Background: an optimization exercise with open tools, aiming at small area, a short achievable clock period and few clock cycles per item. Do not read the settings as production practice.
Where RTL was checked, it was by simulation tests only, not by an equivalence proof against the original.

v12:
Design csidhScheduler, start of the top module:
module csidhScheduler (
	input logic clk,
	input logic rst,
	input logic start,
	input logic [csidhPkg::KEY_W-1:0] privateKey,
	output logic busy,
	output logic batchValid,
	output logic batchSign,
	output logic done,
	output logic [csidhPkg::NUM_PRIMES-1:0] batchMask,
	output logic [csidhPkg::COF_W-1:0] cofactor
);
clock: 8.0 ns
lec_check: 0
cap_margin: 20
core_margin: 2
core_utilization: 40
setup_slack_margin: 4.5
slew_margin: 20
run.sh (not shown) runs the stock make flow with config.mk's settings and CLKGATE_MAP_FILE= SYNTH_SCRIPT=/design/flow/synth_recipe.tcl, a recipe that flattens the netlist after the stock synthesis.
Testbench counts of v12, summed over its fixed seeds: cycles 3,981, keys 24.
#### Input delta (v37 over v12)
Settings: SETUP_SLACK_MARGIN now 4.8, was 4.5.
Findings:
v37 against v12.
Compared with v12, v37 shows cell area that has gone up by a few percent.
Inputs modified between v37 and v35:
Settings: a change of SETUP_SLACK_MARGIN from 4.8 to 4.3.
### Flow results
v35 went all the way through synthesis, placement and routing and the layout is clean on timing, DRC and antenna. Taking v37 as the reference, in v35 share of the core filled with cells decreased by 3.1 points relative to the old numbers; post-route worst setup slack decreased 0.14 ns. v37 → v35: number of buffers added by the clock tree synthesis step lower, share of final-layout standard cells stronger than drive strength 1 lower, via count lower. Of the two values seen for end point of the critical path, done was produced by v35 and cof_i.stRemS[120] by v37. For v35, the path type of the worst setup path was flip-flop to output port, unlike v37, where it was flip-flop to flip-flop. [compare] base=v37 new=v35: global-route wire length before repair fell 6.5%, sequential share of cell area rose 2.5 points, cell area fell 6.2%, length in cells of the worst reg-to-reg path fell 1, final worst-path cycle share rose 1.7 points. Run comparison: v35 source of the critical timing path seq_i.state[0]; v37 source of the critical timing path cof_i.stRemS[110].
--- input diff v35..v7 ---
Settings: swapping 40 for 60 in CORE_UTILIZATION; swapping 4.3 for 4.5 in SETUP_SLACK_MARGIN.
[summary]
For v7, the worst setup path category was flip-flop to flip-flop, unlike v35, where it was flip-flop to output port.
[compare] base=v35 new=v7: total placed instance area now smaller; critical path depth in cells climbed 6; maximum operating frequency rose by 11 MHz.
v35 → v7: wire length after detailed routing went up by 2.5 mm, ratio of final minimum period to clock period lower.
v7 completed every stage of the flow, and the final layout passed the timing, DRC and antenna checks.

* * *

exp/ember:
Another version of the RTL of csidhScheduler (not shown whole).
Size in the first run: about 4800 cells after synthesis, ~720 I/O pins, roughly 56000 um2 of cells after synthesis.
clock: 8.0 ns
lec_check: 0
cap_margin: 20
core_margin: 2
core_utilization: 40
cts_cluster_diameter: 100
cts_cluster_size: 20
setup_slack_margin: 5.0
slew_margin: 20
Both conditions hold for exp/ember: the flow ran to the end and the final layout passed the timing, DRC and antenna checks.
diff inputs: exp/ember => exp/juniper
Settings: CTS_CLUSTER_DIAMETER: 100 -> 60; CTS_CLUSTER_SIZE: 20 -> 30.
Notes after the runs:
Global routing met1 resource utilization: exp/juniper and exp/ember compared, lower one is exp/ember. Summary — number of global-route vias before repair, exp/juniper relative to exp/ember: higher, by 347. Re synthesized area: no difference whatsoever between exp/juniper and exp/ember. The first-pass GRT wire length reported for exp/juniper is greater than that of exp/ember by about 1.4%. NOTE: post-route worst setup slack in exp/juniper exceeds that of exp/ember.
Edits applied to the flow inputs when going from exp/juniper to exp/harbor:
Settings: changing CTS_CLUSTER_SIZE from 30 to 24; changing CTS_CLUSTER_DIAMETER from 60 to 90.
==> comparison <==
exp/harbor | status: complete | timing, DRC, antenna: pass
The run showing the greater total global routing track utilization is exp/juniper.
Violation count after the first detailed-route iteration, exp/harbor and exp/juniper, lower one = exp/juniper.
Across both runs, area overhead of the layout relative to synthesis was lower for exp/harbor than for exp/juniper.
exp/juniper vs exp/harbor, worst setup path endpoint: bank_i.mask[6]$_DFF_P_ vs bank_i.mask[22]$_DFF_P_
Inputs modified between exp/harbor and exp/quartz:
Settings: CTS_CLUSTER_SIZE: 24 -> unset; CTS_CLUSTER_DIAMETER: 90 -> unset.
==> comparison <==
exp/harbor and exp/quartz all finish clean. exp/harbor -> exp/quartz: register area flat. Area of all placed cells without fillers in exp/quartz vs exp/harbor: up about 4%. met3 wire length sits higher in exp/quartz than in exp/harbor.
No run of this note included a check of the RTL's function; only the layout flow was run.

* * *

csidhScheduler, a different RTL version from the one above (not shown whole).
Size: about 4800 cells after synthesis, about 1200 flip-flops, about 720 I/O pins, ~57000 µm² of cells after synthesis.
## csidhScheduler
module csidhScheduler (
	input logic clk,
	input logic rst,
	input logic start,
	input logic [csidhPkg::KEY_W-1:0] privateKey,
	output logic busy,
	output logic batchValid,
	output logic batchSign,
	output logic done,
	output logic [csidhPkg::NUM_PRIMES-1:0] batchMask,
	output logic [csidhPkg::COF_W-1:0] cofactor
);
	logic load;
	logic [4:0] chunkSel;
	logic chunkDir;
	logic [7:0] chunkMatch;
	logic [7:0] keyChunk0;
	logic [7:0] keyChunk1;
	logic [15:0] signChunks01;
	logic maskDir;
	logic [7:0] maskLo;
	logic [7:0] maskHi;
	logic [7:0] slotIdx;
	logic slotTake;
	logic slotFirst;
	logic slotLast;
	logic [csidhPkg::BUF_W-1:0] slotBuf;
	logic repStart;
	logic preRepStart;
	logic [csidhPkg::BUF_W-1:0] preRepBuf;
	logic [csidhPkg::BUF_W-1:0] repBuf;
	logic lastInFlight;
	exponentBank bank_i (
		.clk(clk),
		.load(load),
		.privateKey(privateKey),
		.chunkSel(chunkSel),
		.chunkDir(chunkDir),
		.chunkMatch(chunkMatch),
		.keyChunk0(keyChunk0),
		.keyChunk1(keyChunk1),
		.signChunks01(signChunks01),
		.maskDir(maskDir),
		.maskLo(maskLo),
		.maskHi(maskHi),
		.mask(batchMask),
		.maskSign(batchSign)
	);
	batchSequencer seq_i (
		.clk(clk),
		.rst(rst),
		.start(start),
		.busy(busy),
		.load(load),
		.chunkSel(chunkSel),
		.chunkDir(chunkDir),
		.chunkMatch(chunkMatch),
		.keyChunk0(keyChunk0),
		.keyChunk1(keyChunk1),
		.signChunks01(signChunks01),
  ...
Settings: LEC_CHECK=0, CAP_MARGIN=20, CORE_MARGIN=2, CORE_UTILIZATION=40, CTS_CLUSTER_DIAMETER=100, CTS_CLUSTER_SIZE=28, SETUP_SLACK_MARGIN=5.0, SLEW_MARGIN=20; clock period 8.0 ns.
The starting point passed the timing, DRC and antenna checks.
Testbench counts at the start, summed over its fixed seeds: cycles 3,884, keys 24.
==> next run, changes <==
- CTS_CLUSTER_DIAMETER: 100 -> default
- CTS_CLUSTER_SIZE: 28 -> default
- TNS_END_PERCENT: default -> 10
Design area climbs by 2.6%.
Setup slack degrades by 0.19 ns.
Via count rose by 1.0%.
==> next run, changes <==
- CAP_MARGIN: 20 -> 10
- CTS_CLUSTER_DIAMETER: default -> 90
- CTS_CLUSTER_SIZE: default -> 24
- SLEW_MARGIN: 20 -> 10
- TNS_END_PERCENT: 10 -> default
Outcome: The changed run went through all stages and came out clean. Fmax rose by a few percent. Global-route usage drops by 0.35 points. Cell count falls slightly.
==> next run, changes <==
- ABC_AREA: default -> 1
- CAP_MARGIN: 10 -> 20
- SLEW_MARGIN: 10 -> 20
The changed run passed the timing, DRC and antenna checks.
Setup slack gets better by 0.056 ns.
Wire length increases by 8.9%.
Synthesized area increases by 0.68%.
Final area is about the same.

* * *

Starting RTL as in the previous note.
==> flow/config.mk <==
export PLATFORM = sky130hd
export DESIGN_NAME = csidhScheduler
export DESIGN_NICKNAME = csidhScheduler
export VERILOG_FILES = /design/flow/design.v
export SDC_FILE = /design/flow/constraint.sdc
export NUM_CORES = 4
export LEC_CHECK = 0
export CAP_MARGIN = 20
export CORE_MARGIN = 2
export CORE_UTILIZATION = 40
export CTS_CLUSTER_DIAMETER = 90
export CTS_CLUSTER_SIZE = 20
export SETUP_SLACK_MARGIN = 5.0
export SLEW_MARGIN = 20
==> flow/constraint.sdc <==
create_clock -name core_clock -period 8.0 [get_ports {clk}]
set_input_delay 1.6000 -clock core_clock [delete_from_list [all_inputs] [get_ports {clk}]]
set_output_delay 1.6000 -clock core_clock [all_outputs]
set_load 0.01 [all_outputs]
Testbench counts at the start, summed over its fixed seeds: cycles 3,884, keys 24.
Next try:
Settings changed: CTS_CLUSTER_DIAMETER 90 to default, CTS_CLUSTER_SIZE 20 to default.
Outcome: Fmax went down by about 3%. Synthesized area does not change.
Next try:
Settings changed: CORE_UTILIZATION 40 to 50, CTS_CLUSTER_DIAMETER from default to 90, CTS_CLUSTER_SIZE from default to 24.
=> The changed run went through all stages and came out clean. Area after synthesis is unchanged. Non-clock buffer count increases by 2.
Next try:
Settings changed: CORE_UTILIZATION 50 to 40.
=>
- clock skew went up by 45 ps
- via count hardly moves
- maximum frequency rises by 1.5%
- worst hold slack gets worse by 17 ps

* * *

== lane 2 ==
csidhScheduler, a different RTL version from the one above (not shown whole).
Size: roughly 1200 flip-flops, about 720 I/O pins.
Settings: LEC_CHECK=0, CAP_MARGIN=20, CORE_MARGIN=2, CORE_UTILIZATION=40, SETUP_SLACK_MARGIN=4.8, SLEW_MARGIN=20; clock period 8.0 ns.
Here is what was changed in the inputs of lane 1 compared with lane 2.
Settings: swapping 4.8 for 5.0 in SETUP_SLACK_MARGIN.
Notes after the runs:
Compared with lane 2, in lane 1 fill cell instance count of the final layout moved down; multi-input gate area in the final layout now larger.
Lane 2 → lane 1: maximum frequency now larger; pin count of the biggest net entering global routing now larger; register-to-register slack now larger; worst path setup slack after routing now larger.
Between lane 2 and lane 1, number of buffers inserted to repair setup after CTS is lower for lane 2, lane 1 comes in above that.
Lane 1 vs. lane 2: largest driver fanout on the critical path went down by 11.
Taking lane 2 as the reference, in lane 1 sequential portion of the cell area now smaller; initial antenna violation count went down.
Function was not checked in any run of this note: the RTL went through the layout flow alone.

==> static timing again, ports no longer ideal <==
The flow's constraints put no driver on any port. The routed layouts listed below were extracted and timed again, unchanged, in two steps. Step 1, drivers: a clkbuf_16 drives clk and a buf_2 each remaining input, both assumed. Step 2 also shifts input and output timing later by t, the mid clock arrival at the registers, as if the neighbouring blocks saw the same clock. a / b / c = ideal ports / drivers / drivers and shift; a / b = the first two.
| run | t (ns) | setup WS [ns] | clock arrival spread, ns | worst slew at a driven data input, ns |
|---|---|---|---|---|
| v12 | 0.833 | 4.505 / 4.493 / 3.996 | 0.040 / 0.040 | 0.19 |
| v37 | 0.820 | 4.543 / 4.543 / 4.138 | 0.048 / 0.048 | 0.19 |
| v35 | 0.831 | 4.405 / 4.332 / 3.653 | 0.043 / 0.043 | 0.19 |
| v7 | 0.778 | 4.541 / 4.541 / 3.814 | 0.041 / 0.042 | 0.06 |
| exp/ember | 0.752 | 4.839 / 4.839 / 4.350 | 0.045 / 0.045 | 0.20 |
| exp/juniper | 0.820 | 4.973 / 4.968 / 4.282 | 0.082 / 0.081 | 0.19 |
| exp/harbor | 0.786 | 4.872 / 4.872 / 4.299 | 0.084 / 0.084 | 0.19 |
| exp/quartz | 0.837 | 4.911 / 4.911 / 4.283 | 0.034 / 0.034 | 0.20 |
| the first run of note 3 | 0.753 | 5.001 / 4.938 / 4.302 | 0.076 / 0.076 | 0.07 |
| the second run of note 3 | 0.843 | 4.806 / 4.795 / 4.118 | 0.048 / 0.049 | 0.09 |
| the third run of note 3 | 0.778 | 4.989 / 4.919 / 4.306 | 0.066 / 0.066 | 0.07 |
| the fourth run of note 3 | 0.783 | 5.045 / 4.970 / 4.387 | 0.049 / 0.048 | 0.19 |
| the first run of note 4 | 0.757 | 5.026 / 4.955 / 4.323 | 0.054 / 0.054 | 0.07 |
| the second run of note 4 | 0.837 | 4.935 / 4.861 / 4.311 | 0.039 / 0.040 | 0.07 |
| the third run of note 4 | 0.762 | 4.946 / 4.946 / 4.378 | 0.045 / 0.045 | 0.06 |
| the fourth run of note 4 | 0.777 | 4.993 / 4.918 / 4.369 | 0.080 / 0.080 | 0.07 |
| lane 2 | 0.845 | 4.781 / 4.753 / 4.037 | 0.030 / 0.030 | 0.16 |
| lane 1 | 0.835 | 4.842 / 4.760 / 4.318 | 0.028 / 0.028 | 0.16 |
After both steps setup and hold are still met in every run listed. For v35, which loses most, drivers alone change the setup slack by -0.073 ns; drivers and shift together by -0.752 ns.
